Context: an optimization exercise on an open-source flow, tuned for small area, a short achievable clock period and few clock cycles per item. The choices shown serve that exercise and are no tape-out recipe. At most, simulation tests tie the RTL to the original design; equivalence was not proved. The RTL of run 1 was laid out without a check of its function. Power and IR drop assume default switching activity.

==> flow/design.v, too long to show whole: its modules and the start of the top module <==
// module matrix_op_engine: 2225 lines
module matrix_op_engine #(
  parameter int DW      = 32,
  parameter int AW      = 8,
  parameter int MAX_DIM = 5,
  parameter int A_BASE  = 0,
  parameter int B_BASE  = 32,
  parameter int C_BASE  = 64
) (
  input  logic                clk,
  input  logic                rst_n,
  input  logic                start,
  input  logic [2:0]          op,
  input  logic [DW-1:0]       scalar,
  output logic                busy,
  output logic                done,
  output logic                err,
  output logic [31:0]         cycle_cnt,
  output logic                mem_we,
  output logic [AW-1:0]       mem_addr,
  output logic [DW-1:0]       mem_wdata,
  input  logic [DW-1:0]       mem_rdata
);
  // ...
==> flow/flow/run.sh <==
#!/bin/bash
bash standard.sh SETUP_SLACK_MARGIN=6.0 finish > standard.log 2>&1
==> flow/standard.sh <==
#!/bin/bash
# synth_recipe.tcl (not shown) runs the flow's synth.tcl, then flattens the netlist and writes it again
# the make line also repeats each setting of config.mk as NAME=value (left out here)
make -C /OpenROAD-flow-scripts/flow DESIGN_CONFIG=/design/flow/config.mk WORK_HOME=/design/flow/orfs CLKGATE_MAP_FILE= SYNTH_SCRIPT=/design/flow/synth_recipe.tcl "${@:-finish}"
==> flow/config.mk <==
export PLATFORM = sky130hd
export DESIGN_NAME = matrix_op_engine
export DESIGN_NICKNAME = matrix_op_engine
export VERILOG_FILES = /design/flow/design.v
export SDC_FILE = /design/flow/constraint.sdc
export NUM_CORES = 4
export LEC_CHECK = 0
export CAP_MARGIN = 20
export CORE_MARGIN = 2
export CORE_UTILIZATION = 40
export SETUP_SLACK_MARGIN = 5
export SLEW_MARGIN = 20
==> flow/constraint.sdc <==
create_clock -name core_clock -period 10.0 [get_ports {clk}]
set_input_delay 2.0000 -clock core_clock [delete_from_list [all_inputs] [get_ports {clk}]]
set_output_delay 2.0000 -clock core_clock [all_outputs]
set_load 0.01 [all_outputs]
==> flow_metrics.env, run 1 <==
export IMPL_power_group_top="combinational cells"
export IMPL_root_buffer="clkbuf_16"
export IMPL_hold_viol=0
export IMPL_cap_violations=0
export IMPL_clockPowerShare=0.228
export IMPL_hold_buffers=0
export IMPL_start_util=0.403
export IMPL_async_flop_share=0.184
export IMPL_dp_cells=3776
export IMPL_whs_path_depth=0
export IMPL_crit_type="reg -> reg"
export IMPL_cts_tree="built"
export IMPL_core_area_sq_um=68500
export IMPL_place_ws_ns=5.25
export IMPL_ys_seq_elements=332
export IMPL_drt_iter0_drc=1756
export IMPL_status="finished clean"
export IMPL_htree_levels=2
export IMPL_path_delay_family="adder cells"
export IMPL_hold_path_endpoint="m0_last_q"
export IMPL_p_per_area_nw_per_um2=218
export IMPL_cts_setup_buffers=0
export IMPL_rr_endpoint="c_q[31]"
export IMPL_worst_path_stages=13
export IMPL_core_rowCount=96
export IMPL_fin_ws_ns=6.08
export IMPL_first_pass_iters=6
export IMPL_synth_edf_count=52
export IMPL_syn_to_final_growth_pct=12.5
export IMPL_drtAntennaViolNets=0
export IMPL_crit_path_end="c_q[31]"
==> inputs of run 2 (changes only) <==
--- a/flow/design.v
+++ b/flow/design.v
@@ -22,17 +22,16 @@
 );
   localparam logic [2:0] OP_TRANS  = 3'd0;
   localparam logic [2:0] OP_ADD    = 3'd1;
   localparam logic [2:0] OP_SCALAR = 3'd2;
   localparam logic [2:0] OP_MULT   = 3'd3;
   localparam logic [2:0] OP_CONV   = 3'd4;
   localparam int CW = 9;    
   logic          busy_q, done_q, err_q, fin_q;
-  logic [2:0]    op_q;
   logic          is_tr_q, is_add_q, is_sc_q, is_mu_q, is_cv_q;    
   logic [CW-1:0] run_q, cnt_q;
   logic          mem_we_q;
   logic [AW-1:0] mem_addr_q;
   logic [1:0]    hreq_q;           
   logic          hdr_v_q;          
   logic [1:0]    hdr_k_q;          
   logic [2:0]    am_q, an_q, bm_q, bn_q;
@@ -57,22 +56,25 @@
   logic [31:0]   p_q, q_q, x_q, s_q, c_q, w_q;
   logic          t_ldx_q, r_ldx_q;    
   logic          m0c_q;               
   logic [2:0] c_rows, c_cols, imax, jmax, umax, vmax;
   logic [4:0] n_el, n_el_q;
   logic       known2_q;        
   logic       legal, four_hdr, lin, mconv;
   always_comb begin
-    case (op_q)
-      OP_TRANS: begin c_rows = an_q; c_cols = am_q; end
-      OP_MULT:  begin c_rows = am_q; c_cols = bn_q; end
-      OP_CONV:  begin c_rows = am_q - bm_q + 3'd1; c_cols = an_q - bn_q + 3'd1; end
-      default:  begin c_rows = am_q; c_cols = an_q; end
-    endcase
+    if (is_tr_q) begin
+      c_rows = an_q; c_cols = am_q;
+    end else if (is_mu_q) begin
+      c_rows = am_q; c_cols = bn_q;
+    end else if (is_cv_q) begin
+      c_rows = am_q - bm_q + 3'd1; c_cols = an_q - bn_q + 3'd1;
+    end else begin
+      c_rows = am_q; c_cols = an_q;
+    end
     n_el = dim_mul(c_rows, c_cols);    
     imax = c_rows - 3'd1;
     jmax = c_cols - 3'd1;
     vmax = is_mu_q ? an_q - 3'd1 : bn_q - 3'd1;
     umax = is_cv_q ? bm_q - 3'd1 : 3'd0;
     four_hdr = !(is_tr_q || is_sc_q);
     lin      = is_tr_q || is_add_q || is_sc_q;
     mconv    = is_mu_q || is_cv_q;
@@ -1936,16 +1938,227 @@
   assign ns[28] = fc_387;
   assign nc[28] = fs_388;
   assign ns[29] = fc_388;
   assign nc[29] = fs_389;
   assign ns[30] = fc_389;
   assign nc[30] = fs_390;
   assign ns[31] = fc_390;
   assign nc[31] = fs_391;
+  logic [31:0] cpa_y;
+  wire bk_g0_0 = s_q[0] & c_q[0];
+  wire bk_p0_0 = s_q[0] ^ c_q[0];
+  wire bk_g0_1 = s_q[1] & c_q[1];
+  wire bk_p0_1 = s_q[1] ^ c_q[1];
+  wire bk_g0_2 = s_q[2] & c_q[2];
+  wire bk_p0_2 = s_q[2] ^ c_q[2];
+  wire bk_g0_3 = s_q[3] & c_q[3];
+  wire bk_p0_3 = s_q[3] ^ c_q[3];
+  wire bk_g0_4 = s_q[4] & c_q[4];
+  wire bk_p0_4 = s_q[4] ^ c_q[4];
+  wire bk_g0_5 = s_q[5] & c_q[5];
+  wire bk_p0_5 = s_q[5] ^ c_q[5];
+  wire bk_g0_6 = s_q[6] & c_q[6];
+  wire bk_p0_6 = s_q[6] ^ c_q[6];
+  wire bk_g0_7 = s_q[7] & c_q[7];
+  wire bk_p0_7 = s_q[7] ^ c_q[7];
+  wire bk_g0_8 = s_q[8] & c_q[8];
+  wire bk_p0_8 = s_q[8] ^ c_q[8];
+  wire bk_g0_9 = s_q[9] & c_q[9];
+  wire bk_p0_9 = s_q[9] ^ c_q[9];
+  wire bk_g0_10 = s_q[10] & c_q[10];
+  wire bk_p0_10 = s_q[10] ^ c_q[10];
+  wire bk_g0_11 = s_q[11] & c_q[11];
+  wire bk_p0_11 = s_q[11] ^ c_q[11];
+  wire bk_g0_12 = s_q[12] & c_q[12];
+  wire bk_p0_12 = s_q[12] ^ c_q[12];
+  wire bk_g0_13 = s_q[13] & c_q[13];
+  wire bk_p0_13 = s_q[13] ^ c_q[13];
+  wire bk_g0_14 = s_q[14] & c_q[14];
+  wire bk_p0_14 = s_q[14] ^ c_q[14];
+  wire bk_g0_15 = s_q[15] & c_q[15];
+  wire bk_p0_15 = s_q[15] ^ c_q[15];
+  wire bk_g0_16 = s_q[16] & c_q[16];
+  wire bk_p0_16 = s_q[16] ^ c_q[16];
+  wire bk_g0_17 = s_q[17] & c_q[17];
+  wire bk_p0_17 = s_q[17] ^ c_q[17];
+  wire bk_g0_18 = s_q[18] & c_q[18];
+  wire bk_p0_18 = s_q[18] ^ c_q[18];
+  wire bk_g0_19 = s_q[19] & c_q[19];
+  wire bk_p0_19 = s_q[19] ^ c_q[19];
+  wire bk_g0_20 = s_q[20] & c_q[20];
+  wire bk_p0_20 = s_q[20] ^ c_q[20];
+  wire bk_g0_21 = s_q[21] & c_q[21];
+  wire bk_p0_21 = s_q[21] ^ c_q[21];
+  wire bk_g0_22 = s_q[22] & c_q[22];
+  wire bk_p0_22 = s_q[22] ^ c_q[22];
+  wire bk_g0_23 = s_q[23] & c_q[23];
+  wire bk_p0_23 = s_q[23] ^ c_q[23];
+  wire bk_g0_24 = s_q[24] & c_q[24];
+  wire bk_p0_24 = s_q[24] ^ c_q[24];
+  wire bk_g0_25 = s_q[25] & c_q[25];
+  wire bk_p0_25 = s_q[25] ^ c_q[25];
+  wire bk_g0_26 = s_q[26] & c_q[26];
+  wire bk_p0_26 = s_q[26] ^ c_q[26];
+  wire bk_g0_27 = s_q[27] & c_q[27];
+  wire bk_p0_27 = s_q[27] ^ c_q[27];
+  wire bk_g0_28 = s_q[28] & c_q[28];
+  wire bk_p0_28 = s_q[28] ^ c_q[28];
+  wire bk_g0_29 = s_q[29] & c_q[29];
+  wire bk_p0_29 = s_q[29] ^ c_q[29];
+  wire bk_g0_30 = s_q[30] & c_q[30];
+  wire bk_p0_30 = s_q[30] ^ c_q[30];
+  wire bk_g0_31 = s_q[31] & c_q[31];
+  wire bk_p0_31 = s_q[31] ^ c_q[31];
+  wire bk_g0_ = bk_g0_1 | (bk_p0_1 & bk_g0_0);
+  wire bk_p0_ = bk_p0_1 & bk_p0_0;
+  wire bk_g1_ = bk_g0_3 | (bk_p0_3 & bk_g0_2);
+  wire bk_p1_ = bk_p0_3 & bk_p0_2;
+  wire bk_g2_ = bk_g0_5 | (bk_p0_5 & bk_g0_4);
+  wire bk_p2_ = bk_p0_5 & bk_p0_4;
+  wire bk_g3_ = bk_g0_7 | (bk_p0_7 & bk_g0_6);
+  wire bk_p3_ = bk_p0_7 & bk_p0_6;
+  wire bk_g4_ = bk_g0_9 | (bk_p0_9 & bk_g0_8);
+  wire bk_p4_ = bk_p0_9 & bk_p0_8;
+  wire bk_g5_ = bk_g0_11 | (bk_p0_11 & bk_g0_10);
+  wire bk_p5_ = bk_p0_11 & bk_p0_10;
+  wire bk_g6_ = bk_g0_13 | (bk_p0_13 & bk_g0_12);
+  wire bk_p6_ = bk_p0_13 & bk_p0_12;
+  wire bk_g7_ = bk_g0_15 | (bk_p0_15 & bk_g0_14);
+  wire bk_p7_ = bk_p0_15 & bk_p0_14;
+  wire bk_g8_ = bk_g0_17 | (bk_p0_17 & bk_g0_16);
+  wire bk_p8_ = bk_p0_17 & bk_p0_16;
+  wire bk_g9_ = bk_g0_19 | (bk_p0_19 & bk_g0_18);
+  wire bk_p9_ = bk_p0_19 & bk_p0_18;
+  wire bk_g10_ = bk_g0_21 | (bk_p0_21 & bk_g0_20);
+  wire bk_p10_ = bk_p0_21 & bk_p0_20;
+  wire bk_g11_ = bk_g0_23 | (bk_p0_23 & bk_g0_22);
+  wire bk_p11_ = bk_p0_23 & bk_p0_22;
+  wire bk_g12_ = bk_g0_25 | (bk_p0_25 & bk_g0_24);
+  wire bk_p12_ = bk_p0_25 & bk_p0_24;
+  wire bk_g13_ = bk_g0_27 | (bk_p0_27 & bk_g0_26);
+  wire bk_p13_ = bk_p0_27 & bk_p0_26;
+  wire bk_g14_ = bk_g0_29 | (bk_p0_29 & bk_g0_28);
+  wire bk_p14_ = bk_p0_29 & bk_p0_28;
+  wire bk_g15_ = bk_g0_31 | (bk_p0_31 & bk_g0_30);
+  wire bk_p15_ = bk_p0_31 & bk_p0_30;
+  wire bk_g16_ = bk_g1_ | (bk_p1_ & bk_g0_);
+  wire bk_p16_ = bk_p1_ & bk_p0_;
+  wire bk_g17_ = bk_g3_ | (bk_p3_ & bk_g2_);
+  wire bk_p17_ = bk_p3_ & bk_p2_;
+  wire bk_g18_ = bk_g5_ | (bk_p5_ & bk_g4_);
+  wire bk_p18_ = bk_p5_ & bk_p4_;
+  wire bk_g19_ = bk_g7_ | (bk_p7_ & bk_g6_);
+  wire bk_p19_ = bk_p7_ & bk_p6_;
+  wire bk_g20_ = bk_g9_ | (bk_p9_ & bk_g8_);
+  wire bk_p20_ = bk_p9_ & bk_p8_;
+  wire bk_g21_ = bk_g11_ | (bk_p11_ & bk_g10_);
+  wire bk_p21_ = bk_p11_ & bk_p10_;
+  wire bk_g22_ = bk_g13_ | (bk_p13_ & bk_g12_);
+  wire bk_p22_ = bk_p13_ & bk_p12_;
+  wire bk_g23_ = bk_g15_ | (bk_p15_ & bk_g14_);
+  wire bk_p23_ = bk_p15_ & bk_p14_;
+  wire bk_g24_ = bk_g17_ | (bk_p17_ & bk_g16_);
+  wire bk_p24_ = bk_p17_ & bk_p16_;
+  wire bk_g25_ = bk_g19_ | (bk_p19_ & bk_g18_);
+  wire bk_p25_ = bk_p19_ & bk_p18_;
+  wire bk_g26_ = bk_g21_ | (bk_p21_ & bk_g20_);
+  wire bk_p26_ = bk_p21_ & bk_p20_;
+  wire bk_g27_ = bk_g23_ | (bk_p23_ & bk_g22_);
+  wire bk_p27_ = bk_p23_ & bk_p22_;
+  wire bk_g28_ = bk_g25_ | (bk_p25_ & bk_g24_);
+  wire bk_p28_ = bk_p25_ & bk_p24_;
+  wire bk_g29_ = bk_g27_ | (bk_p27_ & bk_g26_);
+  wire bk_p29_ = bk_p27_ & bk_p26_;
+  wire bk_g30_ = bk_g29_ | (bk_p29_ & bk_g28_);
+  wire bk_p30_ = bk_p29_ & bk_p28_;
+  wire bk_g31_ = bk_g26_ | (bk_p26_ & bk_g28_);
+  wire bk_p31_ = bk_p26_ & bk_p28_;
+  wire bk_g32_ = bk_g18_ | (bk_p18_ & bk_g24_);
+  wire bk_p32_ = bk_p18_ & bk_p24_;
+  wire bk_g33_ = bk_g20_ | (bk_p20_ & bk_g28_);
+  wire bk_p33_ = bk_p20_ & bk_p28_;
+  wire bk_g34_ = bk_g22_ | (bk_p22_ & bk_g31_);
+  wire bk_p34_ = bk_p22_ & bk_p31_;
+  wire bk_g35_ = bk_g2_ | (bk_p2_ & bk_g16_);
+  wire bk_p35_ = bk_p2_ & bk_p16_;
+  wire bk_g36_ = bk_g4_ | (bk_p4_ & bk_g24_);
+  wire bk_p36_ = bk_p4_ & bk_p24_;
+  wire bk_g37_ = bk_g6_ | (bk_p6_ & bk_g32_);
+  wire bk_p37_ = bk_p6_ & bk_p32_;
+  wire bk_g38_ = bk_g8_ | (bk_p8_ & bk_g28_);
+  wire bk_p38_ = bk_p8_ & bk_p28_;
+  wire bk_g39_ = bk_g10_ | (bk_p10_ & bk_g33_);
+  wire bk_p39_ = bk_p10_ & bk_p33_;
+  wire bk_g40_ = bk_g12_ | (bk_p12_ & bk_g31_);
+  wire bk_p40_ = bk_p12_ & bk_p31_;
+  wire bk_g41_ = bk_g14_ | (bk_p14_ & bk_g34_);
+  wire bk_p41_ = bk_p14_ & bk_p34_;
+  wire bk_g42_ = bk_g0_2 | (bk_p0_2 & bk_g0_);
+  wire bk_p42_ = bk_p0_2 & bk_p0_;
+  wire bk_g43_ = bk_g0_4 | (bk_p0_4 & bk_g16_);
+  wire bk_p43_ = bk_p0_4 & bk_p16_;
+  wire bk_g44_ = bk_g0_6 | (bk_p0_6 & bk_g35_);
+  wire bk_p44_ = bk_p0_6 & bk_p35_;
+  wire bk_g45_ = bk_g0_8 | (bk_p0_8 & bk_g24_);
+  wire bk_p45_ = bk_p0_8 & bk_p24_;
+  wire bk_g46_ = bk_g0_10 | (bk_p0_10 & bk_g36_);
+  wire bk_p46_ = bk_p0_10 & bk_p36_;
+  wire bk_g47_ = bk_g0_12 | (bk_p0_12 & bk_g32_);
+  wire bk_p47_ = bk_p0_12 & bk_p32_;
+  wire bk_g48_ = bk_g0_14 | (bk_p0_14 & bk_g37_);
+  wire bk_p48_ = bk_p0_14 & bk_p37_;
+  wire bk_g49_ = bk_g0_16 | (bk_p0_16 & bk_g28_);
+  wire bk_p49_ = bk_p0_16 & bk_p28_;
+  wire bk_g50_ = bk_g0_18 | (bk_p0_18 & bk_g38_);
+  wire bk_p50_ = bk_p0_18 & bk_p38_;
+  wire bk_g51_ = bk_g0_20 | (bk_p0_20 & bk_g33_);
+  wire bk_p51_ = bk_p0_20 & bk_p33_;
+  wire bk_g52_ = bk_g0_22 | (bk_p0_22 & bk_g39_);
+  wire bk_p52_ = bk_p0_22 & bk_p39_;
+  wire bk_g53_ = bk_g0_24 | (bk_p0_24 & bk_g31_);
+  wire bk_p53_ = bk_p0_24 & bk_p31_;
+  wire bk_g54_ = bk_g0_26 | (bk_p0_26 & bk_g40_);
+  wire bk_p54_ = bk_p0_26 & bk_p40_;
+  wire bk_g55_ = bk_g0_28 | (bk_p0_28 & bk_g34_);
+  wire bk_p55_ = bk_p0_28 & bk_p34_;
+  wire bk_g56_ = bk_g0_30 | (bk_p0_30 & bk_g41_);
+  wire bk_p56_ = bk_p0_30 & bk_p41_;
+  assign cpa_y[0] = bk_p0_0;
+  assign cpa_y[1] = bk_p0_1 ^ bk_g0_0;
+  assign cpa_y[2] = bk_p0_2 ^ bk_g0_;
+  assign cpa_y[3] = bk_p0_3 ^ bk_g42_;
+  assign cpa_y[4] = bk_p0_4 ^ bk_g16_;
+  assign cpa_y[5] = bk_p0_5 ^ bk_g43_;
+  assign cpa_y[6] = bk_p0_6 ^ bk_g35_;
+  assign cpa_y[7] = bk_p0_7 ^ bk_g44_;
+  assign cpa_y[8] = bk_p0_8 ^ bk_g24_;
+  assign cpa_y[9] = bk_p0_9 ^ bk_g45_;
+  assign cpa_y[10] = bk_p0_10 ^ bk_g36_;
+  assign cpa_y[11] = bk_p0_11 ^ bk_g46_;
+  assign cpa_y[12] = bk_p0_12 ^ bk_g32_;
+  assign cpa_y[13] = bk_p0_13 ^ bk_g47_;
+  assign cpa_y[14] = bk_p0_14 ^ bk_g37_;
+  assign cpa_y[15] = bk_p0_15 ^ bk_g48_;
+  assign cpa_y[16] = bk_p0_16 ^ bk_g28_;
+  assign cpa_y[17] = bk_p0_17 ^ bk_g49_;
+  assign cpa_y[18] = bk_p0_18 ^ bk_g38_;
+  assign cpa_y[19] = bk_p0_19 ^ bk_g50_;
+  assign cpa_y[20] = bk_p0_20 ^ bk_g33_;
+  assign cpa_y[21] = bk_p0_21 ^ bk_g51_;
+  assign cpa_y[22] = bk_p0_22 ^ bk_g39_;
+  assign cpa_y[23] = bk_p0_23 ^ bk_g52_;
+  assign cpa_y[24] = bk_p0_24 ^ bk_g31_;
+  assign cpa_y[25] = bk_p0_25 ^ bk_g53_;
+  assign cpa_y[26] = bk_p0_26 ^ bk_g40_;
+  assign cpa_y[27] = bk_p0_27 ^ bk_g54_;
+  assign cpa_y[28] = bk_p0_28 ^ bk_g34_;
+  assign cpa_y[29] = bk_p0_29 ^ bk_g55_;
+  assign cpa_y[30] = bk_p0_30 ^ bk_g41_;
+  assign cpa_y[31] = bk_p0_31 ^ bk_g56_;
   function automatic logic dim_ok(input logic [31:0] x);
     dim_ok = (x[31:3] == 29'd0) && (x[2:0] != 3'd0) && (x[2:0] <= 3'd5);
   endfunction
   logic ok, tok, can_rd, slot_free, issue, adv_now, hw_go, fin_n, kill, t_void, t_mac_v;
   always_comb begin
     ok        = known_q && legal;
     t_void      = t_chk_q && (n_el_q == 5'd1);
     t_mac_v   = t_mac_q && !t_void;
@@ -1968,17 +2181,16 @@
                 (hw_go && (widx_q == n_el_q) && (hw0_q || hw1_q));
   end
   always_ff @(posedge clk or negedge rst_n) begin
     if (!rst_n) begin
       busy_q     <= 1'b0;
       done_q     <= 1'b0;
       err_q      <= 1'b0;
       fin_q      <= 1'b0;
-      op_q       <= 3'd0;
       is_tr_q    <= 1'b0;
       is_add_q   <= 1'b0;
       is_sc_q    <= 1'b0;
       is_mu_q    <= 1'b0;
       is_cv_q    <= 1'b0;
       run_q      <= '0;
       cnt_q      <= '0;
       mem_we_q   <= 1'b0;
@@ -2022,17 +2234,16 @@
       m0_q     <= t_mac_v;
       m1_q     <= m0_q && m0_ph1_q;
       cpa_q    <= (m0_q && !m0_ph1_q && m0_last_q) || (m1_q && m1_last_q);
       if (!busy_q) begin
         mem_addr_q <= AW'(A_BASE);
         if (start && !done_q) begin
           busy_q     <= 1'b1;
           err_q      <= 1'b0;
-          op_q       <= op;
           is_tr_q    <= (op == OP_TRANS);
           is_add_q   <= (op == OP_ADD);
           is_sc_q    <= (op == OP_SCALAR);
           is_mu_q    <= (op == OP_MULT);
           is_cv_q    <= (op == OP_CONV);
           run_q      <= CW'(1);
           mem_addr_q <= AW'(A_BASE + 1);
           hreq_q     <= 2'd1;
@@ -2085,26 +2296,24 @@
         end
         fin_q <= fin_n;
         if (tok) begin
           mem_we_q   <= 1'b1;
           mem_addr_q <= waddr_q;
         end else if (issue) begin
           mem_addr_q <= raddr;
           rlast_q    <= 1'b1;
-          case (op_q)
-            OP_TRANS:  r_ldw_q <= 1'b1;
-            OP_SCALAR: begin r_ldq_q <= 1'b1; r_mac_q <= 1'b1; end
-            OP_ADD:    begin r_ldx_q <= 1'b1; r_mac_q <= 1'b1; end
-            default:   begin
-              r_ldp_q <= !h_q;
-              r_ldq_q <= h_q;
-              r_mac_q <= h_q;
-            end
-          endcase
+          if (is_tr_q) r_ldw_q <= 1'b1;
+          else if (is_sc_q) begin r_ldq_q <= 1'b1; r_mac_q <= 1'b1; end
+          else if (is_add_q) begin r_ldx_q <= 1'b1; r_mac_q <= 1'b1; end
+          else begin
+            r_ldp_q <= !h_q;
+            r_ldq_q <= h_q;
+            r_mac_q <= h_q;
+          end
         end else if (hw_go) begin
           mem_we_q   <= 1'b1;
           mem_addr_q <= hw0_q ? AW'(C_BASE + 1) : AW'(C_BASE);
           if (hw0_q) hw1_q <= 1'b1;
           else hw0_q <= 1'b1;
         end
       end
     end
@@ -2123,17 +2332,17 @@
       p_q     <= scalar;
     end else begin
       if (issue) begin
         r_chk_q  <= !known2_q && e_q == 5'd1;
         r_clr_q  <= is_sc_q || (is_add_q ? !h_q : (u_q == 3'd0 && v_q == 3'd0));
         r_ph1_q  <= !is_add_q;
         r_last_q <= is_add_q ? h_q : (!mconv || el_last);
         if (is_add_q) h_q <= !h_q;
-        if (lin && (op_q != OP_ADD || h_q)) e_q <= e_q + 5'd1;
+        if (lin && (!is_add_q || h_q)) e_q <= e_q + 5'd1;
         if (mconv) begin
           h_q <= !h_q;
           if (h_q) begin
             if (known_q) begin
               i_q <= i_n; j_q <= j_n; u_q <= u_n; v_q <= v_n;
               ar_q <= ar_n; ac_q <= ac_n;
               if (r_final) rdone_q <= 1'b1;
             end else begin
@@ -2206,17 +2415,17 @@
     else if (m0_q && m0_ph1_q) q_q <= {16'd0, q_q[31:16]};
     else q_q <= {31'd0, is_add_q};
     if (t_ldx_q && !t_void) x_q <= mem_rdata;
     else if (t_ldq_q && !t_void) x_q <= p_q;
     else if (m0_q && m0_ph1_q) x_q <= {x_q[15:0], 16'd0};
     else x_q <= 32'd0;
     s_q <= ns;
     c_q <= nc;
-    if (cpa_q) w_q <= s_q + c_q;
+    if (cpa_q) w_q <= cpa_y;
     else if (t_ldw_q && !t_void) w_q <= mem_rdata;
     else w_q <= hw0_q ? 32'(c_cols) : 32'(c_rows);
   end
   assign busy      = busy_q;
   assign done      = done_q;
   assign err       = err_q;
   assign cycle_cnt = 32'(cnt_q);
   assign mem_we    = mem_we_q;
==> flow/flow/run.sh (replaced) <==
#!/bin/bash
bash standard.sh SETUP_SLACK_MARGIN=6.0 "BUFFER_PORTS_ARGS=-buffer_cell sky130_fd_sc_hd__buf_2" finish > standard.log 2>&1
==> flow/config.mk (replaced) <==
export PLATFORM = sky130hd
export DESIGN_NAME = matrix_op_engine
export DESIGN_NICKNAME = matrix_op_engine
export VERILOG_FILES = /design/flow/design.v
export SDC_FILE = /design/flow/constraint.sdc
export NUM_CORES = 4
export LEC_CHECK = 0
export CAP_MARGIN = 20
export CORE_MARGIN = 2
export CORE_UTILIZATION = 65
export SETUP_SLACK_MARGIN = 5
export SLEW_MARGIN = 20
==> flow_metrics.env, run 2 <==
export IMPL_synth_area_sq_um=27100
export IMPL_yosysMostFrequentCell="nand2_1"
export IMPL_final_cell_mix="470 x nand2_1, 366 x fa_1, 295 x inv_1, 190 x dfxtp_1, 123 x buf_2"
export IMPL_finalSetupTns_ns=0
export IMPL_crit_type="reg -> reg"
export IMPL_period_share=0.394
export IMPL_whs_path_depth=0
export IMPL_ys_seq_elements=329
export IMPL_fmax_mhz=254
export IMPL_root_buffer="clkbuf_16"
export IMPL_dp_cells=3376
export IMPL_power_leakage_nw=11.6
export IMPL_core_rowCount=74
export IMPL_cts_tree="built"
export IMPL_drc=0
export IMPL_cap_violations=0
export IMPL_finClkSkew_ns=0.0301
export IMPL_dp_hpwl_um=57600
export IMPL_core_area_sq_um=41000
export IMPL_grt_overflow_total=0
export IMPL_vdd_drop_max_mv=0.239
export IMPL_hold_path_endpoint="t_clr_q"
export IMPL_grt_pass1_vias=22141
export IMPL_status="finished clean"
export IMPL_track_usage=0.370
export IMPL_start_util=0.660
export IMPL_synth_flop_cell="dfxtp_1"
export IMPL_r2r_start="m0c_q"
export IMPL_cts_sinks=329
export IMPL_p_comb_frac=0.451
export IMPL_reg2reg_setup_slack_ns=6.06
export IMPL_die_y_um=208
export IMPL_via_count=21330
export IMPL_synth_area_top_cells="fa_1 28%, dfxtp_1 16%, nand2_1 6.5%, edfxtp_1 5.8%, dfrtp_1 5.4%"
export IMPL_arrival_ns=4.37
export IMPL_first_pass_iters=7
export IMPL_drt_iter0_drc=1943
export IMPL_relSlewSlack=0.265
export IMPL_worstPathRequired_ns=10.43
export IMPL_dieWidth_um=208
export IMPL_clk_pin_slew_ns=0.06
export IMPL_wl_per_cell_um=22.9
export IMPL_rr_endpoint="c_q[26]"
export IMPL_routed_via_density=6.17
export IMPL_yosysUniqueCellTypes=77
export IMPL_p_per_area_nw_per_um2=225
export IMPL_setup_viol=0
export IMPL_clockPowerShare=0.209
export IMPL_seqPwrFrac=0.340
export IMPL_hp_class="reg -> reg"
export IMPL_grt_max_degree=64
export IMPL_intPower_mw=3.65
export IMPL_htree_levels=2
export IMPL_yosys_area_top_type_share=0.279
export IMPL_drtAntennaViolNets=0
export IMPL_antenna_found_initial=4
export IMPL_synth_top_cell_by_area="fa_1"
export IMPL_ios=146
export IMPL_synth_warnings=1
export IMPL_final_common_cell="nand2_1"
export IMPL_cts_made_buffers=37
export IMPL_portBuffers=122
export IMPL_start_kind="flip-flop"
export IMPL_async_flop_share=0.176
export IMPL_worstSkewPairLatency_ns=0.58
export IMPL_path_max_fanout=31
export IMPL_syn_to_final_growth_pct=9.21
export IMPL_hold_viol=0
export IMPL_p_sw_frac=0.450
export IMPL_place_gp_congestion=0.935
export IMPL_slew_viol_final=0
export IMPL_routed_wl_um=79100
export IMPL_die_area_sq_um=43300
export IMPL_fin_cells=3459
export IMPL_grt_pass1_wl_um=124000
export IMPL_holdCritStartpoint="r_clr_q"
export IMPL_nNetsFinal=3450
export IMPL_rsz0062_at_grt="yes"
export IMPL_crit_path_end_kind="flip-flop"
export IMPL_synth_edf_count=52
export IMPL_reg2reg_depth=11
export IMPL_n_fill_cell=3108
export IMPL_synth_seq_area_share=0.273
export IMPL_clock_path_buffers=3
export IMPL_synthCells=2855
export IMPL_synth_avg_cell_area_sq_um=9.49
export IMPL_drive_gt1_frac=0.116
export IMPL_synth_top_cells_by_count="470 x nand2_1, 377 x fa_1, 297 x inv_1, 219 x dfxtp_1, 150 x clkbuf_1"
export IMPL_whs_ns=0.324
export IMPL_switching_power_mw=2.99
export IMPL_post_route_min_period_ns=3.94
export IMPL_tightestPinTransition_ns=1.10
[run 2: worst max path at each step]
stage             from       to  depth (start not counted)
2_1_floorplan  x_q[10]  c_q[14]                         10
3_3_place_gp     cpa_q  ar_q[0]                          8
3_5_place_dp     cpa_q  ar_q[0]                          8
4_1_cts         x_q[9]  c_q[15]                         10
5_1_grt        an_q[1]  ac_q[0]                         15
6_report         m0c_q  c_q[26]                         11
[run 2: power groups by stage]
stage	registers [mW]	logic, mW	clock network (mW)
final	2.26	3.00	1.39
after global routing	2.29	3.29	1.44
after CTS	2.23	2.88	1.40
after global placement	2.23	2.77	0
after detailed placement	2.24	2.85	0
after floorplan	1.95	2.13	0
[run 2: metrics by stage]
stage | setup WS [ns] | instance area, sq um | total power [mW] | utilization
detailed placement | 5.55 | 27900 | 5.09 | 0.680
global placement | 5.62 | 27900 | 5.00 | 0.680
global route | 5.94 | 29600 | 7.03 | 0.721
floorplan | 6.00 | 27200 | 4.08 | -
CTS | 6.01 | 29200 | 6.51 | 0.713
finish | 6.06 | 29600 | 6.65 | 0.721
[run 2: cell families after synthesis]
family,share of synthesized area
fa+ha+maj,0.328
simple gates,0.170
xor+xnor,0.0346
flops,0.273
other cells,0.000138
buf+inv,0.0712
compound gates,0.0931
mux,0.0299
[run 2: layout make-up]
cell class / count / area (sq um) / share of cell area
clock buffer: 52 / 1050 / 0.0356
clock inverter: 16 / 184 / 0.00622
timing repair inverter: 1 / 5.00 / 0.000169
sequential: 329 / 7470 / 0.253
inverter: 299 / 1130 / 0.0381
tap: 532 / 666 / 0.0225
timing repair buffer: 169 / 1120 / 0.0379
multi-input combinational: 2060 / 18000 / 0.607
antenna: 1 / 2.50 / 0.0000846
[run 2: repair_timing]
action,CTS,global route
endpoints found under the hold margin,0,0
hold buffers,0,0
gates cloned,1,4
pin swaps,0,4
endpoints found under the setup margin,63,38
setup buffers,1,7
resized for setup,36,55
[run 2: routing by layer]
metal | vias to the layer above | track usage | wire length (um)
met5 | - | 0 | 25
met1 | 10574 | 0.453 | 28600
li1 | 9278 | - | -
met3 | 308 | 0.0563 | 6430
met2 | 1166 | 0.641 | 39100
met4 | 4 | 0.190 | 4870
[run 2: critical path, cell delays in order (launching register included)]
cell	delay (ns)
dfxtp_4	0.40
clkbuf_16	0.22
nand2b_1	0.20
fa_1	0.57
fa_2	0.45
fa_1	0.52
inv_1	0.05
fa_1	0.35
inv_1	0.07
fa_1	0.41
inv_1	0.08
fa_1	0.41
Testbench counts of run 2, summed over its fixed seeds: cycles 18,075, ops 480.
==> inputs of run 3 (changes only) <==
==> flow/flow/run.sh (replaced) <==
#!/bin/bash
bash standard.sh SETUP_SLACK_MARGIN=6.5 "BUFFER_PORTS_ARGS=-buffer_cell sky130_fd_sc_hd__buf_2" finish > standard.log 2>&1
==> flow_metrics.env, run 3 <==
export IMPL_crit_path_end_kind="flip-flop"
export IMPL_die_area_sq_um=43300
export IMPL_nNetsFinal=3490
export IMPL_drc=0
export IMPL_synth_flop_cell="dfxtp_1"
export IMPL_cap_violations=0
export IMPL_slew_viol_final=0
export IMPL_crit_type="reg -> reg"
export IMPL_finalSetupTns_ns=0
export IMPL_path_max_fanout=16
export IMPL_rsz0062_at_grt="yes"
export IMPL_finClkSkew_ns=0.0166
export IMPL_cts_tree="built"
export IMPL_cts_sinks=329
export IMPL_final_util=0.752
export IMPL_synth_area_sq_um=27100
export IMPL_synthAdderAreaFrac=0.328
export IMPL_worstSkewPairLatency_ns=0.58
export IMPL_hold_viol=0
export IMPL_first_pass_iters=8
export IMPL_cts_made_buffers=39
export IMPL_drtAntennaViolNets=0
export IMPL_synth_avg_cell_area_sq_um=9.49
export IMPL_root_buffer="clkbuf_16"
export IMPL_yosys_area_top_type_share=0.279
export IMPL_clk_pin_slew_ns=0.07
export IMPL_htree_levels=2
export IMPL_synth_edf_count=52
export IMPL_grt_pass1_wl_um=128000
export IMPL_grt_max_degree=59
export IMPL_grt_pass1_vias=22932
export IMPL_relSlewSlack=0.443
export IMPL_synthCells=2855
export IMPL_ios=146
export IMPL_hold_buffers=0
export IMPL_fmax_mhz=258
export IMPL_place_gp_congestion=0.956
export IMPL_final_cell_mix="463 x nand2_1, 274 x fa_1, 270 x inv_1, 179 x dfxtp_1, 122 x buf_2"
export IMPL_place_ws_ns=5.65
export IMPL_grt_overflow_total=0
export IMPL_worstPathRequired_ns=10.46
export IMPL_portBuffers=122
export IMPL_start_kind="flip-flop"
export IMPL_drive_gt1_frac=0.195
export IMPL_antenna_found_initial=5
export IMPL_dp_hpwl_um=57700
export IMPL_syn_to_final_growth_pct=13.9
export IMPL_power_mw=7.07
export IMPL_arrival_ns=4.33
export IMPL_fin_ws_ns=6.13
export IMPL_power_leakage_nw=12.0
export IMPL_fin_cells=3506
export IMPL_p_per_area_nw_per_um2=229
export IMPL_final_area_sq_um=30900
export IMPL_vdd_drop_max_mv=0.169
export IMPL_period_share=0.387
export IMPL_synth_top_family_by_area="adder cells"
export IMPL_start_util=0.660
export IMPL_die_y_um=208
export IMPL_clock_path_buffers=3
export IMPL_hp_class="reg -> reg"
export IMPL_whs_ns=0.330
export IMPL_post_route_min_period_ns=3.87
export IMPL_synth_xor_area_share=0.0346
export IMPL_yosysUniqueCellTypes=77
export IMPL_core_rowCount=74
export IMPL_place_area_sq_um=28200
export IMPL_track_usage=0.385
export IMPL_async_flop_share=0.176
export IMPL_synth_area_top_cells="fa_1 28%, dfxtp_1 16%, nand2_1 6.5%, edfxtp_1 5.8%, dfrtp_1 5.4%"
export IMPL_drt_iter0_drc=1901
export IMPL_synth_seq_area_share=0.273
export IMPL_dieWidth_um=208
export IMPL_final_common_cell="nand2_1"
export IMPL_routed_wl_um=81900
export IMPL_core_area_sq_um=41000
export IMPL_wl_per_cell_um=23.4
export IMPL_synthSimpleGateAreaFrac=0.170
export IMPL_muxShareOfSynthArea=0.0299
export IMPL_synth_warnings=1
export IMPL_yosysMostFrequentCell="nand2_1"
export IMPL_synth_top_cell_by_area="fa_1"
export IMPL_tightestPinTransition_ns=0.812
export IMPL_synth_top_cells_by_count="470 x nand2_1, 377 x fa_1, 297 x inv_1, 219 x dfxtp_1, 150 x clkbuf_1"
export IMPL_dp_cells=3375
export IMPL_routed_via_density=6.13
export IMPL_setup_viol=0
export IMPL_synth_compound_gate_area_share=0.0931
export IMPL_status="finished clean"
export IMPL_via_count=21503
export IMPL_ys_seq_elements=329
[run 3: timing repair]
action | 4_1_cts | 5_1_grt
hold endpoints to repair | 0 | 0
gates cloned | 6 | 0
endpoints found under the setup margin | 81 | 67
setup buffers | 29 | 18
gates resized for setup | 174 | 80
pin swaps | 51 | 50
[run 3: cells by family (layout without fill, tap and decap cells)]
logic type,Yosys count,after routing
AND/OR/NAND/NOR,975,975
buffers and inverters,488,578
adder cells (fa/ha/maj),483,483
AO/OA/AOI/OAI,396,396
flip-flops,329,329
XOR/XNOR,107,107
multiplexers,76,77
other,1,29
[run 3: worst max-delay path, cell delays in order (launching register included)]
cell      delay [ns]
dfxtp_4         0.39
buf_4           0.17
buf_16          0.15
nand2b_4        0.15
fa_2            0.56
fa_2            0.44
fa_1            0.51
inv_1           0.05
fa_1            0.36
inv_1           0.08
fa_1            0.40
inv_1           0.08
fa_1            0.40
[run 3: per-layer routing]
| metal | vias up | track usage | part of all wire |
|---|---|---|---|
| met4 | 0 | 0.230 | 0.067 |
| met5 | - | 0 | 0 |
| li1 | 9381 | - | - |
| met3 | 343 | 0.0925 | 0.093 |
| met2 | 1157 | 0.648 | 0.48 |
| met1 | 10622 | 0.452 | 0.36 |
[run 3: final cells by class]
| type | instances | area [sq um] |
|---|---|---|
| tap | 532 | 666 |
| antenna | 6 | 15.0 |
| multi-input combinational | 2061 | 18600 |
| fill | 2894 | 10200 |
| clock buffer | 49 | 1060 |
| inverter | 299 | 1120 |
| timing repair buffer | 207 | 1550 |
| clock inverter | 23 | 285 |
| sequential | 329 | 7510 |
[run 3: worst paths after layout]
| kind | endpoint | slack [ns] | startpoint | depth (start not counted) |
|---|---|---|---|---|
| worst max-delay path | c_q[19] | 6.13 | m0c_q | 12 |
| worst min-delay path | m0_ph1_q | 0.33 | t_ph1_q | 0 |
| worst max register to register | c_q[19] | 6.13 | m0c_q | 12 |
| worst min register to register | m0_ph1_q | 0.33 | t_ph1_q | 0 |
| max in group asynchronous | is_mu_q | 7.85 | rst_n | 2 |
| min in group asynchronous | mem_addr_q[7] | 1.56 | rst_n | 2 |
[run 3: power breakdown]
part	leakage [nW]	switching [mW]	internal [mW]
Clock	0.661	0.628	0.875
Combinational	8.29	1.97	1.28
Sequential	3.05	0.562	1.75
==> inputs of run 4 (changes only) <==
==> flow/flow/run.sh (replaced) <==
#!/bin/bash
bash standard.sh SETUP_SLACK_MARGIN=7.0 "BUFFER_PORTS_ARGS=-buffer_cell sky130_fd_sc_hd__buf_2" finish > standard.log 2>&1
==> flow_metrics.env, run 4 <==
export IMPL_met2_usage=0.648
export IMPL_seqPwrFrac=0.306
export IMPL_grt_pass1_vias=22773
export IMPL_place_ws_ns=5.58
export IMPL_crit_type="reg -> reg"
export IMPL_final_cell_mix="449 x nand2_1, 242 x inv_1, 240 x fa_1, 165 x dfxtp_1, 137 x fa_2"
export IMPL_die_y_um=208
export IMPL_cap_violations=0
export IMPL_start_kind="flip-flop"
export IMPL_first_pass_iters=6
export IMPL_met1_usage=0.480
export IMPL_drtAntennaViolNets=0
export IMPL_synth_avg_cell_area_sq_um=9.49
export IMPL_rsz0062_at_grt="yes"
export IMPL_core_rowCount=74
export IMPL_worstPathRequired_ns=10.45
export IMPL_routed_wl_um=86000
export IMPL_antenna_found_initial=1
export IMPL_crit_path_end_kind="flip-flop"
export IMPL_arrival_ns=4.31
export IMPL_drt_iter0_drc=2542
export IMPL_hp_class="reg -> reg"
export IMPL_synth_flop_cell="dfxtp_1"
export IMPL_p_per_area_nw_per_um2=233
export IMPL_synth_edf_count=52
export IMPL_ios=146
export IMPL_synth_top_cells_by_count="470 x nand2_1, 377 x fa_1, 297 x inv_1, 219 x dfxtp_1, 150 x clkbuf_1"
export IMPL_clockPowerShare=0.190
export IMPL_synth_area_sq_um=27100
export IMPL_top_usage_layer="met2"
export IMPL_synthCells=2855
export IMPL_yosys_area_top_type_share=0.279
export IMPL_grt_use_met3=0.0720
export IMPL_syn_to_final_growth_pct=20.3
export IMPL_root_buffer="clkbuf_16"
export IMPL_hold_viol=0
export IMPL_portBuffers=122
export IMPL_htree_levels=2
export IMPL_grt_overflow_total=0
export IMPL_nNetsFinal=3568
export IMPL_status="finished clean"
export IMPL_reg2reg_depth=14
export IMPL_grt_max_degree=59
export IMPL_whs_path_depth=0
export IMPL_async_flop_share=0.176
export IMPL_wl_per_cell_um=24.0
export IMPL_synth_area_top_cells="fa_1 28%, dfxtp_1 16%, nand2_1 6.5%, edfxtp_1 5.8%, dfrtp_1 5.4%"
export IMPL_start_util=0.660
export IMPL_ys_seq_elements=329
export IMPL_clock_path_buffers=3
export IMPL_cts_made_buffers=37
export IMPL_dp_hpwl_um=57300
export IMPL_synth_seq_area_share=0.273
export IMPL_period_share=0.386
export IMPL_setup_viol=0
export IMPL_power_leakage_nw=12.5
export IMPL_dieWidth_um=208
export IMPL_tightestPinTransition_ns=0.870
export IMPL_cts_tree="built"
export IMPL_place_gp_congestion=0.962
export IMPL_grt_pass1_wl_um=128000
export IMPL_path_max_fanout=4
export IMPL_p_comb_frac=0.505
export IMPL_via_count=22232
export IMPL_power_mw=7.60
export IMPL_synth_warnings=1
export IMPL_synth_top_cell_by_area="fa_1"
export IMPL_core_area_sq_um=41000
export IMPL_drive_gt1_frac=0.270
export IMPL_finalSetupTns_ns=0
export IMPL_p_sw_frac=0.441
export IMPL_slew_viol_final=0
export IMPL_post_route_min_period_ns=3.86
export IMPL_routed_via_density=6.22
export IMPL_clk_pin_slew_ns=0.06
export IMPL_yosysUniqueCellTypes=77
export IMPL_track_usage=0.386
export IMPL_drc=0
export IMPL_die_area_sq_um=43300
export IMPL_whs_ns=0.327
export IMPL_vdd_drop_max_mv=0.239
export IMPL_intPower_mw=4.25
export IMPL_yosysMostFrequentCell="nand2_1"
export IMPL_cts_sinks=329
export IMPL_switching_power_mw=3.35
export IMPL_final_common_cell="nand2_1"
export IMPL_fmax_mhz=259
export IMPL_finClkSkew_ns=0.0314
export IMPL_fin_ws_ns=6.14
export IMPL_relSlewSlack=0.420
export IMPL_worstSkewPairLatency_ns=0.58
run 4: changes by cell type in the layout (fill, tap and decap cells not counted), moves of 15 or more:
cell,previous run,this run
fa_1,274,240
buf_2,122,107
buf_12,9,25
fa_2,103,137
buf_4,56,108
inv_1,270,242
inv_2,28,52
buf_6,7,31
run 4: what timing repair did:
| item | in CTS | in global routing |
|---|---|---|
| hold buffers | 0 | 0 |
| gates cloned | 1 | 7 |
| endpoints found under the setup margin | 188 | 147 |
| pin swaps | 65 | 124 |
| setup buffers | 50 | 82 |
| resized for setup | 217 | 250 |
run 4: power by group through the flow:
stage	registers, mW	logic, mW	clock network (mW)
final	2.32	3.84	1.44
after global routing	2.35	4.12	1.51
after CTS	2.30	3.22	1.45
after detailed placement	2.33	2.82	0
after global placement	2.31	2.74	0
after floorplan	1.96	2.29	0
run 4: metal layers:
layer,up-vias,part of all wire
met5,-,0
met4,0,0.065
met3,377,0.10
met2,1372,0.48
met1,10953,0.35
li1,9530,-
run 4: cell type report:
type                    instances  area [sq um]
flip-flops and latches        329          7570
well taps                     532           666
inverters                     299          1130
multi-input cells            2060         19400
repair buffers                288          2520
fillers                      2567          8440
clock buffers                  51          1030
clock inverters                17           234
diodes                          1          2.50
run 4: cell families (layout without fill, tap and decap cells):
| family | Yosys count | after routing | share of synthesized area |
|---|---|---|---|
| multiplexers | 76 | 76 | 0.0299 |
| XOR/XNOR | 107 | 107 | 0.0346 |
| flip-flops | 329 | 329 | 0.273 |
| AND/OR/NAND/NOR | 975 | 975 | 0.170 |
| buffers and inverters | 488 | 655 | 0.0712 |
| adder cells (fa/ha/maj) | 483 | 483 | 0.328 |
| AO/OA/AOI/OAI | 396 | 396 | 0.0931 |
| other | 1 | 24 | 0.000138 |
run 4: worst paths after layout:
check | start | end | slack [ns]
max | q_q[6] | c_q[31] | 6.14
min | r_ph1_q | t_ph1_q | 0.33
max reg2reg | q_q[6] | c_q[31] | 6.14
min reg2reg | r_ph1_q | t_ph1_q | 0.33
max in group asynchronous | rst_n | is_mu_q | 7.87
min in group asynchronous | rst_n | mem_addr_q[6] | 1.57
run 4: stage by stage:
stage,area [sq um],util,cells
final,32600,0.794,3577
after global placement,28300,0.690,3368
after global routing,32600,0.794,3576
after CTS,30800,0.751,3487
after floorplan,28200,-,2877
after detailed placement,28300,0.691,3368
run 4: worst max-delay path, stage by stage, from the launching register on:
cell	delay, ns
dfxtp_4	0.38
buf_12	0.14
and2_4	0.13
fa_1	0.54
inv_2	0.04
fa_1	0.49
fa_1	0.53
inv_2	0.04
fa_2	0.36
xnor2_2	0.15
xnor2_1	0.22
xnor2_1	0.18
xnor2_1	0.12
xnor2_1	0.29
xnor2_1	0.12
==> inputs of run 5 (changes only) <==
==> flow/flow/run.sh (replaced) <==
#!/bin/bash
bash standard.sh SETUP_SLACK_MARGIN=6.0 finish > standard.log 2>&1
--- a/flow/config.mk
+++ b/flow/config.mk
@@ -7,6 +7,6 @@
 export LEC_CHECK = 0
 export CAP_MARGIN = 20
 export CORE_MARGIN = 2
-export CORE_UTILIZATION = 65
+export CORE_UTILIZATION = 40
 export SETUP_SLACK_MARGIN = 5
 export SLEW_MARGIN = 20
==> flow_metrics.env, run 5 <==
export IMPL_status="finished clean"
export IMPL_dp_hpwl_um=60700
export IMPL_start_kind="flip-flop"
export IMPL_die_y_um=264
export IMPL_antenna_found_initial=3
export IMPL_first_pass_iters=6
export IMPL_final_seq_area_sq_um=7470
export IMPL_fmax_mhz=256
export IMPL_grt_overflow_total=0
export IMPL_drive_gt1_frac=0.0778
export IMPL_ys_seq_elements=329
export IMPL_synth_area_sq_um=27100
export IMPL_grt_pass1_vias=22155
export IMPL_n_fill_cell=6348
export IMPL_dp_cells=3720
export IMPL_synth_edf_count=52
export IMPL_hold_viol=0
export IMPL_finClkSkew_ns=0.0268
export IMPL_final_common_cell="nand2_1"
export IMPL_drc=0
export IMPL_syn_to_final_growth_pct=13.4
export IMPL_ios=146
export IMPL_place_gp_congestion=0.919
export IMPL_p_per_area_nw_per_um2=223
export IMPL_clk_pin_slew_ns=0.06
export IMPL_muxShareOfSynthArea=0.0299
export IMPL_routed_wl_um=84800
export IMPL_path_max_fanout=10
export IMPL_drt_iter0_drc=1704
export IMPL_slew_viol_final=0
export IMPL_yosysUniqueCellTypes=77
export IMPL_async_flop_share=0.176
export IMPL_wl_per_cell_um=22.2
export IMPL_post_route_min_period_ns=3.90
export IMPL_synth_compound_gate_area_share=0.0931
export IMPL_core_area_sq_um=67200
export IMPL_synthAdderAreaFrac=0.328
export IMPL_multi_input_area_sq_um=18000
export IMPL_grt_max_degree=59
export IMPL_holdCritStartpoint="t_ph1_q"
export IMPL_portBuffers=122
export IMPL_synth_warnings=1
export IMPL_r2r_start="m0c_q"
export IMPL_worstSkewPairLatency_ns=0.59
export IMPL_crit_path_start="m0c_q"
export IMPL_arrival_ns=4.39
export IMPL_synth_xor_area_share=0.0346
export IMPL_die_area_sq_um=69800
export IMPL_synth_top_cells_by_count="470 x nand2_1, 377 x fa_1, 297 x inv_1, 219 x dfxtp_1, 150 x clkbuf_1"
export IMPL_grt_pass1_wl_um=130000
export IMPL_relSlewSlack=0.351
export IMPL_crit_type="reg -> reg"
export IMPL_synth_area_top_cells="fa_1 28%, dfxtp_1 16%, nand2_1 6.5%, edfxtp_1 5.8%, dfrtp_1 5.4%"
export IMPL_tightestPinTransition_ns=0.973
export IMPL_cap_violations=0
export IMPL_via_count=21031
export IMPL_synth_avg_cell_area_sq_um=9.49
export IMPL_synth_top_cell_by_area="fa_1"
export IMPL_drtAntennaViolNets=0
export IMPL_setup_viol=0
export IMPL_period_share=0.390
export IMPL_nNetsFinal=3464
export IMPL_start_util=0.403
export IMPL_reg2reg_setup_slack_ns=6.10
export IMPL_fin_cells=3816
export IMPL_final_cell_mix="470 x nand2_1, 368 x fa_1, 296 x inv_1, 188 x dfxtp_1, 121 x clkdlybuf4s50_1"
export IMPL_rsz0062_at_grt="yes"
export IMPL_root_buffer="clkbuf_16"
export IMPL_cts_made_buffers=39
export IMPL_clock_path_buffers=3
export IMPL_power_leakage_nw=11.6
export IMPL_cts_tree="built"
export IMPL_crit_path_end_kind="flip-flop"
export IMPL_routed_via_density=5.51
export IMPL_hp_class="reg -> reg"
export IMPL_vdd_drop_max_mv=0.154
export IMPL_yosysMostFrequentCell="nand2_1"
export IMPL_core_rowCount=95
export IMPL_dieWidth_um=264
export IMPL_synth_flop_cell="dfxtp_1"
export IMPL_synth_top_family_by_area="adder cells"
export IMPL_synth_seq_area_share=0.273
export IMPL_finalSetupTns_ns=0
export IMPL_htree_levels=2
export IMPL_worstPathRequired_ns=10.49
export IMPL_synthCells=2855
export IMPL_track_usage=0.244
export IMPL_synthSimpleGateAreaFrac=0.170
export IMPL_yosys_area_top_type_share=0.279
export IMPL_cts_sinks=329
==> run 5: cell counts after synthesis <==
No cell type changed its count.
==> run 5: final cells by class <==
type | instances | share of cell area
diodes | 1 | 0.0000814
flip-flops and latches | 329 | 0.243
multi-input cells | 2061 | 0.585
clock inverters | 26 | 0.00782
clock buffers | 46 | 0.0340
repair buffers | 181 | 0.0581
well taps | 873 | 0.0355
inverters | 299 | 0.0366
==> run 5: logic make-up after synthesis <==
logic type,count (synthesis)
AOI/OAI and AO/OA,396
xor gates and xnor gates,107
adders and majority gates,483
buffers and inverters,488
DFF,329
muxes,76
other,1
and+or+nand+nor,975
==> run 5: worst paths after layout <==
check                           cells past startpoint            end
worst min register to register                      0       m0_ph1_q
min in group asynchronous                           2       run_q[3]
worst max-delay path                               12        c_q[31]
worst min-delay path                                0       m0_ph1_q
worst max register to register                     12        c_q[31]
max in group asynchronous                           2  mem_addr_q[7]
==> run 5: per-layer routing <==
metal	part of all wire	routed length (um)	vias to the layer above	GRT usage
met2	0.48	40800	927	0.410
met3	0.089	7560	152	0.0536
met1	0.40	33900	10644	0.311
met5	0	0	-	0
met4	0.030	2570	0	0.0802
li1	-	-	9308	-
==> run 5: report_power, final <==
part           switching [mW]  internal [mW]
clock network           0.637          0.812
logic                    1.94           1.19
registers               0.527           1.75
==> run 5: worst max-delay path, cell delays in order (launching register included) <==
cell,delay (ns)
dfxtp_4,0.41
clkbuf_16,0.20
nand2b_1,0.17
fa_1,0.46
fa_1,0.48
fa_1,0.45
fa_1,0.46
fa_2,0.37
xnor2_2,0.22
xnor2_2,0.14
xnor2_1,0.15
xnor2_1,0.15
xnor2_1,0.13
==> run 5: per-stage QoR <==
| step | instance area [sq um] | setup WS (ns) | total power, mW | hold slack (ns) | utilization |
|---|---|---|---|---|---|
| finish | 30700 | 6.10 | 6.85 | 0.328 | 0.458 |
| global placement | 29000 | 5.45 | 5.15 | 0.315 | 0.431 |
| global route | 30700 | 5.96 | 7.26 | 0.335 | 0.458 |
| floorplan | 27200 | 6.00 | 4.08 | 0.310 | - |
| CTS | 30400 | 6.00 | 6.76 | 0.329 | 0.453 |
| detailed placement | 29000 | 5.37 | 5.22 | 0.314 | 0.431 |
==> run 5: repair_timing <==
item                                    CTS  global route
gates cloned                              1             3
setup buffers                             7            11
pin swaps                                 1            10
hold endpoints to repair                  0             0
endpoints found under the setup margin   64            42
hold buffers                              0             0
gates resized for setup                  43            45
==> inputs of run 6 (changes only) <==
==> flow/flow/run.sh (replaced) <==
#!/bin/bash
bash standard.sh SETUP_SLACK_MARGIN=6.0 "BUFFER_PORTS_ARGS=-buffer_cell sky130_fd_sc_hd__buf_2" \
  "CTS_ARGS=-sink_clustering_enable -repair_clock_nets -dont_use_dummy_load -buf_list sky130_fd_sc_hd__clkbuf_16 -sink_clustering_size 30 -sink_clustering_max_diameter 150" \
  finish > standard.log 2>&1
--- a/flow/config.mk
+++ b/flow/config.mk
@@ -7,6 +7,6 @@
 export LEC_CHECK = 0
 export CAP_MARGIN = 20
 export CORE_MARGIN = 2
-export CORE_UTILIZATION = 40
+export CORE_UTILIZATION = 65
 export SETUP_SLACK_MARGIN = 5
 export SLEW_MARGIN = 20
==> flow_metrics.env, run 6 <==
export IMPL_max_stage_delay_ns=0.56
export IMPL_power_leakage_nw=11.2
export IMPL_tightestPinTransition_ns=1.10
export IMPL_grt_overflow_total=0
export IMPL_synth_flop_cell="dfxtp_1"
export IMPL_crit_top_cell="fa_1"
export IMPL_die_y_um=208
export IMPL_start_kind="flip-flop"
export IMPL_async_flop_share=0.176
export IMPL_synth_top_cell_by_area="fa_1"
export IMPL_syn_to_final_growth_pct=5.82
export IMPL_drtAntennaViolNets=0
export IMPL_dieWidth_um=208
export IMPL_final_seq_area_sq_um=7470
export IMPL_grt_pass1_wl_um=122000
export IMPL_final_area_sq_um=28700
export IMPL_ys_seq_elements=329
export IMPL_grt_max_degree=64
export IMPL_whs_ns=0.338
export IMPL_routed_via_density=6.16
export IMPL_power_mw=5.93
export IMPL_final_cell_mix="470 x nand2_1, 365 x fa_1, 296 x inv_1, 192 x dfxtp_1, 123 x buf_2"
export IMPL_dp_cells=3376
export IMPL_hold_viol=0
export IMPL_post_route_min_period_ns=3.92
export IMPL_hp_class="reg -> reg"
export IMPL_synth_top_cells_by_count="470 x nand2_1, 377 x fa_1, 297 x inv_1, 219 x dfxtp_1, 150 x clkbuf_1"
export IMPL_clock_path_buffers=3
export IMPL_synth_area_sq_um=27100
export IMPL_status="finished clean"
export IMPL_place_area_sq_um=27900
export IMPL_drive_gt1_frac=0.102
export IMPL_cp_slowest_cell="fa_1"
export IMPL_cts_sinks=329
export IMPL_r2r_start="m0c_q"
export IMPL_crit_type="reg -> reg"
export IMPL_root_buffer="clkbuf_16"
export IMPL_finClkSkew_ns=0.0597
export IMPL_fin_ws_ns=6.08
export IMPL_via_count=20980
export IMPL_synthCells=2855
export IMPL_final_util=0.699
export IMPL_period_share=0.392
export IMPL_die_area_sq_um=43300
export IMPL_synth_seq_area_share=0.273
export IMPL_fmax_mhz=255
export IMPL_clk_pin_slew_ns=0.11
export IMPL_cts_made_buffers=15
export IMPL_setup_viol=0
export IMPL_routed_wl_um=78000
export IMPL_htree_levels=1
export IMPL_synth_warnings=1
export IMPL_multi_input_area_sq_um=17900
export IMPL_relSlewSlack=0.263
export IMPL_synth_avg_cell_area_sq_um=9.49
export IMPL_rr_endpoint="c_q[15]"
export IMPL_drc=0
export IMPL_first_pass_iters=8
export IMPL_yosysUniqueCellTypes=77
export IMPL_path_max_fanout=16
export IMPL_synth_edf_count=52
export IMPL_path_cells="buf_12, nand2b_1, fa_1, fa_1, fa_1, inv_1, fa_1, inv_1, fa_1, inv_1, fa_1"
export IMPL_place_gp_congestion=0.935
export IMPL_worst_path_stages=11
export IMPL_worstPathRequired_ns=10.39
export IMPL_core_area_sq_um=41000
export IMPL_reg2reg_setup_slack_ns=6.08
export IMPL_grt_pass1_vias=21894
export IMPL_cts_tree="built"
export IMPL_ios=146
export IMPL_reg2reg_depth=11
export IMPL_place_ws_ns=5.55
export IMPL_arrival_ns=4.31
export IMPL_path_delay_family="adder cells"
export IMPL_worstSkewPairLatency_ns=0.56
export IMPL_cap_violations=0
export IMPL_yosys_area_top_type_share=0.279
export IMPL_p_per_area_nw_per_um2=207
export IMPL_track_usage=0.365
export IMPL_drt_iter0_drc=1689
export IMPL_cp_num_buf_inv=4
export IMPL_dp_hpwl_um=57600
export IMPL_vdd_drop_max_mv=0.201
export IMPL_yosysMostFrequentCell="nand2_1"
export IMPL_crit_path_start="m0c_q"
export IMPL_synth_area_top_cells="fa_1 28%, dfxtp_1 16%, nand2_1 6.5%, edfxtp_1 5.8%, dfrtp_1 5.4%"
export IMPL_core_rowCount=74
export IMPL_rsz0062_at_grt="yes"
export IMPL_crit_path_end="c_q[15]"
export IMPL_antenna_found_initial=1
export IMPL_nNetsFinal=3430
export IMPL_start_util=0.660
export IMPL_finalSetupTns_ns=0
export IMPL_n_fill_cell=3224
export IMPL_slew_viol_final=0
export IMPL_wl_per_cell_um=22.9
export IMPL_final_common_cell="nand2_1"
export IMPL_fin_cells=3408
export IMPL_portBuffers=122
export IMPL_crit_path_end_kind="flip-flop"
## run 6: power by group
part           leakage, nW  internal [mW]  total (mW)  switching (mW)
clock network        0.185          0.273       0.698           0.425
logic                 7.98           1.10        2.98            1.89
registers             3.04           1.74        2.25           0.508
## run 6: repair_timing
action | in CTS | in global routing
setup endpoints to repair | 61 | 37
hold buffers | 0 | 0
gates cloned | 1 | 3
pin swaps | 0 | 7
resized for setup | 33 | 52
setup buffers | 1 | 10
## run 6: logic make-up (layout without fill, tap and decap cells)
group	after synthesis	in the layout	synth area share
and+or+nand+nor	975	975	0.170
buffers and inverters	488	486	0.0712
other	1	24	0.000138
xor gates and xnor gates	107	107	0.0346
AOI/OAI and AO/OA	396	396	0.0931
DFF	329	329	0.273
adders and majority gates	483	483	0.328
muxes	76	76	0.0299
## run 6: how the worst min path moves through the flow
stage,from,to,slack [ns],cells after the start
floorplan,t_last_q,m0_last_q,0.31,0
global placement,t_ph1_q,m0_ph1_q,0.31,0
detailed placement,t_ph1_q,m0_ph1_q,0.32,0
CTS,t_ph1_q,m0_ph1_q,0.34,0
global route,t_ph1_q,m0_ph1_q,0.35,0
finish,t_ph1_q,m0_ph1_q,0.34,0
## run 6: cell type report
type,instances,share of cell area
multi-input cells,2060,0.626
flip-flops and latches,329,0.261
inverters,299,0.0393
repair buffers,171,0.0378
well taps,532,0.0232
clock buffers,15,0.0131
repair inverters,1,0.000175
diodes,1,0.0000873
## run 6: layer usage
| layer | track usage | wire (um) |
|---|---|---|
| met3 | 0.0518 | 6090 |
| met2 | 0.634 | 38400 |
| met1 | 0.455 | 29000 |
| met4 | 0.169 | 4500 |
| met5 | 0 | 10 |
==> inputs of run 7 (changes only) <==
==> flow/flow/run.sh (replaced) <==
#!/bin/bash
bash standard.sh SETUP_SLACK_MARGIN=6.0 "BUFFER_PORTS_ARGS=-buffer_cell sky130_fd_sc_hd__buf_1" \
  "CTS_ARGS=-sink_clustering_enable -repair_clock_nets -dont_use_dummy_load -buf_list sky130_fd_sc_hd__clkbuf_8 -sink_clustering_size 16 -sink_clustering_max_diameter 100" \
  finish > standard.log 2>&1
--- a/flow/config.mk
+++ b/flow/config.mk
@@ -7,6 +7,6 @@
 export LEC_CHECK = 0
 export CAP_MARGIN = 20
 export CORE_MARGIN = 2
-export CORE_UTILIZATION = 65
+export CORE_UTILIZATION = 80
 export SETUP_SLACK_MARGIN = 5
 export SLEW_MARGIN = 20
==> flow_metrics.env, run 7 <==
export IMPL_crit_path_end_kind="flip-flop"
export IMPL_track_usage=0.459
export IMPL_portBuffers=122
export IMPL_routed_wl_um=84600
export IMPL_fmax_mhz=236
export IMPL_synth_warnings=1
export IMPL_path_cells="clkbuf_16, nand2b_4, fa_1, fa_1, fa_1, inv_1, fa_2, inv_2, fa_1, inv_2, fa_1"
export IMPL_rsz0062_at_grt="yes"
export IMPL_vdd_drop_max_mv=0.183
export IMPL_max_stage_delay_ns=0.54
export IMPL_final_cell_mix="470 x nand2_1, 347 x fa_1, 284 x inv_1, 184 x dfxtp_1, 121 x buf_1"
export IMPL_worstSkewPairLatency_ns=0.65
export IMPL_intPower_mw=3.08
export IMPL_yosys_area_top_type_share=0.279
export IMPL_cap_violations=0
export IMPL_setup_viol=0
export IMPL_clockPowerShare=0.108
export IMPL_synthCells=2855
export IMPL_clock_path_buffers=3
export IMPL_nNetsFinal=3432
export IMPL_antenna_found_initial=7
export IMPL_drtAntennaViolNets=0
export IMPL_htree_levels=1
export IMPL_clk_pin_slew_ns=0.10
export IMPL_dp_hpwl_um=57700
export IMPL_finalSetupTns_ns=0
export IMPL_synth_seq_area_share=0.273
export IMPL_start_util=0.810
export IMPL_p_comb_frac=0.504
export IMPL_seqPwrFrac=0.388
export IMPL_grt_overflow_total=0
export IMPL_post_route_min_period_ns=4.24
export IMPL_worstPathRequired_ns=10.46
export IMPL_dieWidth_um=188
export IMPL_drive_gt1_frac=0.0782
export IMPL_path_max_fanout=8
export IMPL_grt_pass1_wl_um=124000
export IMPL_synth_top_cells_by_count="470 x nand2_1, 377 x fa_1, 297 x inv_1, 219 x dfxtp_1, 150 x clkbuf_1"
export IMPL_final_common_cell="nand2_1"
export IMPL_p_sw_frac=0.491
export IMPL_die_y_um=188
export IMPL_ys_seq_elements=329
export IMPL_hold_viol=0
export IMPL_relSlewSlack=0.265
export IMPL_cts_tree="built"
export IMPL_wl_per_cell_um=25.4
export IMPL_async_flop_share=0.176
export IMPL_synth_top_cell_by_area="fa_1"
export IMPL_synth_flop_cell="dfxtp_1"
export IMPL_synth_edf_count=52
export IMPL_finClkSkew_ns=0.0791
export IMPL_cts_made_buffers=25
export IMPL_core_rowCount=67
export IMPL_via_count=22765
export IMPL_die_area_sq_um=35300
export IMPL_synth_avg_cell_area_sq_um=9.49
export IMPL_hp_class="reg -> reg"
export IMPL_crit_top_cell="fa_1"
export IMPL_period_share=0.424
export IMPL_yosysMostFrequentCell="nand2_1"
export IMPL_power_leakage_nw=10.8
export IMPL_ios=146
export IMPL_root_buffer="clkbuf_8"
export IMPL_cts_sinks=329
export IMPL_grt_pass1_vias=23720
export IMPL_cp_slowest_cell="fa_1"
export IMPL_drt_iter0_drc=3470
export IMPL_arrival_ns=4.69
export IMPL_start_kind="flip-flop"
export IMPL_synth_area_top_cells="fa_1 28%, dfxtp_1 16%, nand2_1 6.5%, edfxtp_1 5.8%, dfrtp_1 5.4%"
export IMPL_n_fill_cell=1822
export IMPL_yosysUniqueCellTypes=77
export IMPL_crit_type="reg -> reg"
export IMPL_grt_max_degree=59
export IMPL_p_per_area_nw_per_um2=212
export IMPL_tightestPinTransition_ns=1.10
export IMPL_slew_viol_final=0
export IMPL_synth_area_sq_um=27100
export IMPL_whs_ns=0.338
export IMPL_core_area_sq_um=33400
export IMPL_status="finished clean"
export IMPL_path_delay_family="adder cells"
export IMPL_syn_to_final_growth_pct=5.25
export IMPL_hold_buffers=0
export IMPL_routed_via_density=6.84
export IMPL_switching_power_mw=2.96
export IMPL_first_pass_iters=9
export IMPL_drc=0
export IMPL_place_gp_congestion=0.932
export IMPL_cp_num_buf_inv=4
run 7: cell counts after synthesis:
Identical to the previous run, type by type.
run 7: logic make-up (layout without fill, tap and decap cells):
group | Yosys count | after routing | synth area share
xor gates and xnor gates | 107 | 107 | 0.0346
DFF | 329 | 329 | 0.273
buffers and inverters | 488 | 487 | 0.0712
other | 1 | 26 | 0.000138
adders and majority gates | 483 | 483 | 0.328
muxes | 76 | 77 | 0.0299
AOI/OAI and AO/OA | 396 | 396 | 0.0931
and+or+nand+nor | 975 | 975 | 0.170
run 7: routing by layer:
metal | part of all wire | track usage
met5 | 0.00033 | 0
met4 | 0.099 | 0.341
met3 | 0.14 | 0.118
met1 | 0.31 | 0.524
met2 | 0.46 | 0.749
run 7: stage by stage:
stage          utilization  std cells  instance area (sq um)  power [mW]  setup WS [ns]
4_1_cts              0.840       3310                  28100        5.74           5.94
6_report             0.852       3328                  28500        6.04           5.76
2_1_floorplan            -       2877                  27200        4.08           6.00
5_1_grt              0.852       3325                  28500        6.32           5.70
3_3_place_gp         0.824       3283                  27600        4.91           5.57
3_5_place_dp         0.824       3283                  27600        5.05           5.42
run 7: worst paths after layout:
kind / from / endpoint / slack (ns) / depth (start not counted)
worst max-delay path: m0c_q / c_q[15] / 5.76 / 11
worst min-delay path: t_last_q / m0_last_q / 0.34 / 0
worst max register to register: m0c_q / c_q[15] / 5.76 / 11
worst min register to register: t_last_q / m0_last_q / 0.34 / 0
max in group asynchronous: rst_n / cpa_q / 7.95 / 2
min in group asynchronous: rst_n / hdr_v_q / 1.50 / 2
run 7: final cells by class:
cell class | count | area (sq um) | share of cell area
inverter | 299 | 1130 | 0.0395
timing repair inverter | 1 | 5.00 | 0.000176
multi-input combinational | 2061 | 18100 | 0.635
antenna | 3 | 7.51 | 0.000263
timing repair buffer | 162 | 867 | 0.0304
clock buffer | 25 | 344 | 0.0121
tap | 448 | 561 | 0.0197
sequential | 329 | 7480 | 0.263
run 7: power groups by stage:
stage	clock [mW]	combinational, mW	sequential (mW)
floorplan	0	2.13	1.95
global placement	0	2.64	2.27
detailed placement	0	2.76	2.29
CTS	0.651	2.82	2.27
global route	0.693	3.28	2.34
finish	0.654	3.04	2.34
run 7: repair_timing:
| action | CTS | global route |
|---|---|---|
| gates resized for setup | 59 | 76 |
| endpoints found under the setup margin | 56 | 41 |
| pin swaps | 5 | 46 |
| cloned | 1 | 5 |
| buffers inserted | 1 | 9 |

==> re-timing with driven ports <==
No port has a modelled driver above. Below, the same layouts with a new extraction and two added sets of constraints. Step 1 assumes that a clkbuf_16 drives the clock port and a buf_2 every other input. Step 2, shift: input delay + t, output delay - t, t = (earliest + latest rising clock arrival at the registers) / 2. This alone moves slack from input paths to output paths. Slacks: no drivers / after step 1 / after step 2; pairs: no drivers / after step 1.
run	t (ns)	slack for setup (ns)
run 1	0.645	6.077 / 6.077 / 5.537
run 2	0.625	6.063 / 6.063 / 5.927
run 3	0.641	6.129 / 6.129 / 6.129
run 4	0.625	6.143 / 6.143 / 6.143
run 5	0.633	6.099 / 6.099 / 5.598
run 6	0.585	6.077 / 6.077 / 5.977
run 7	0.664	5.761 / 5.761 / 5.761
After both steps setup and hold are still met in every run listed.
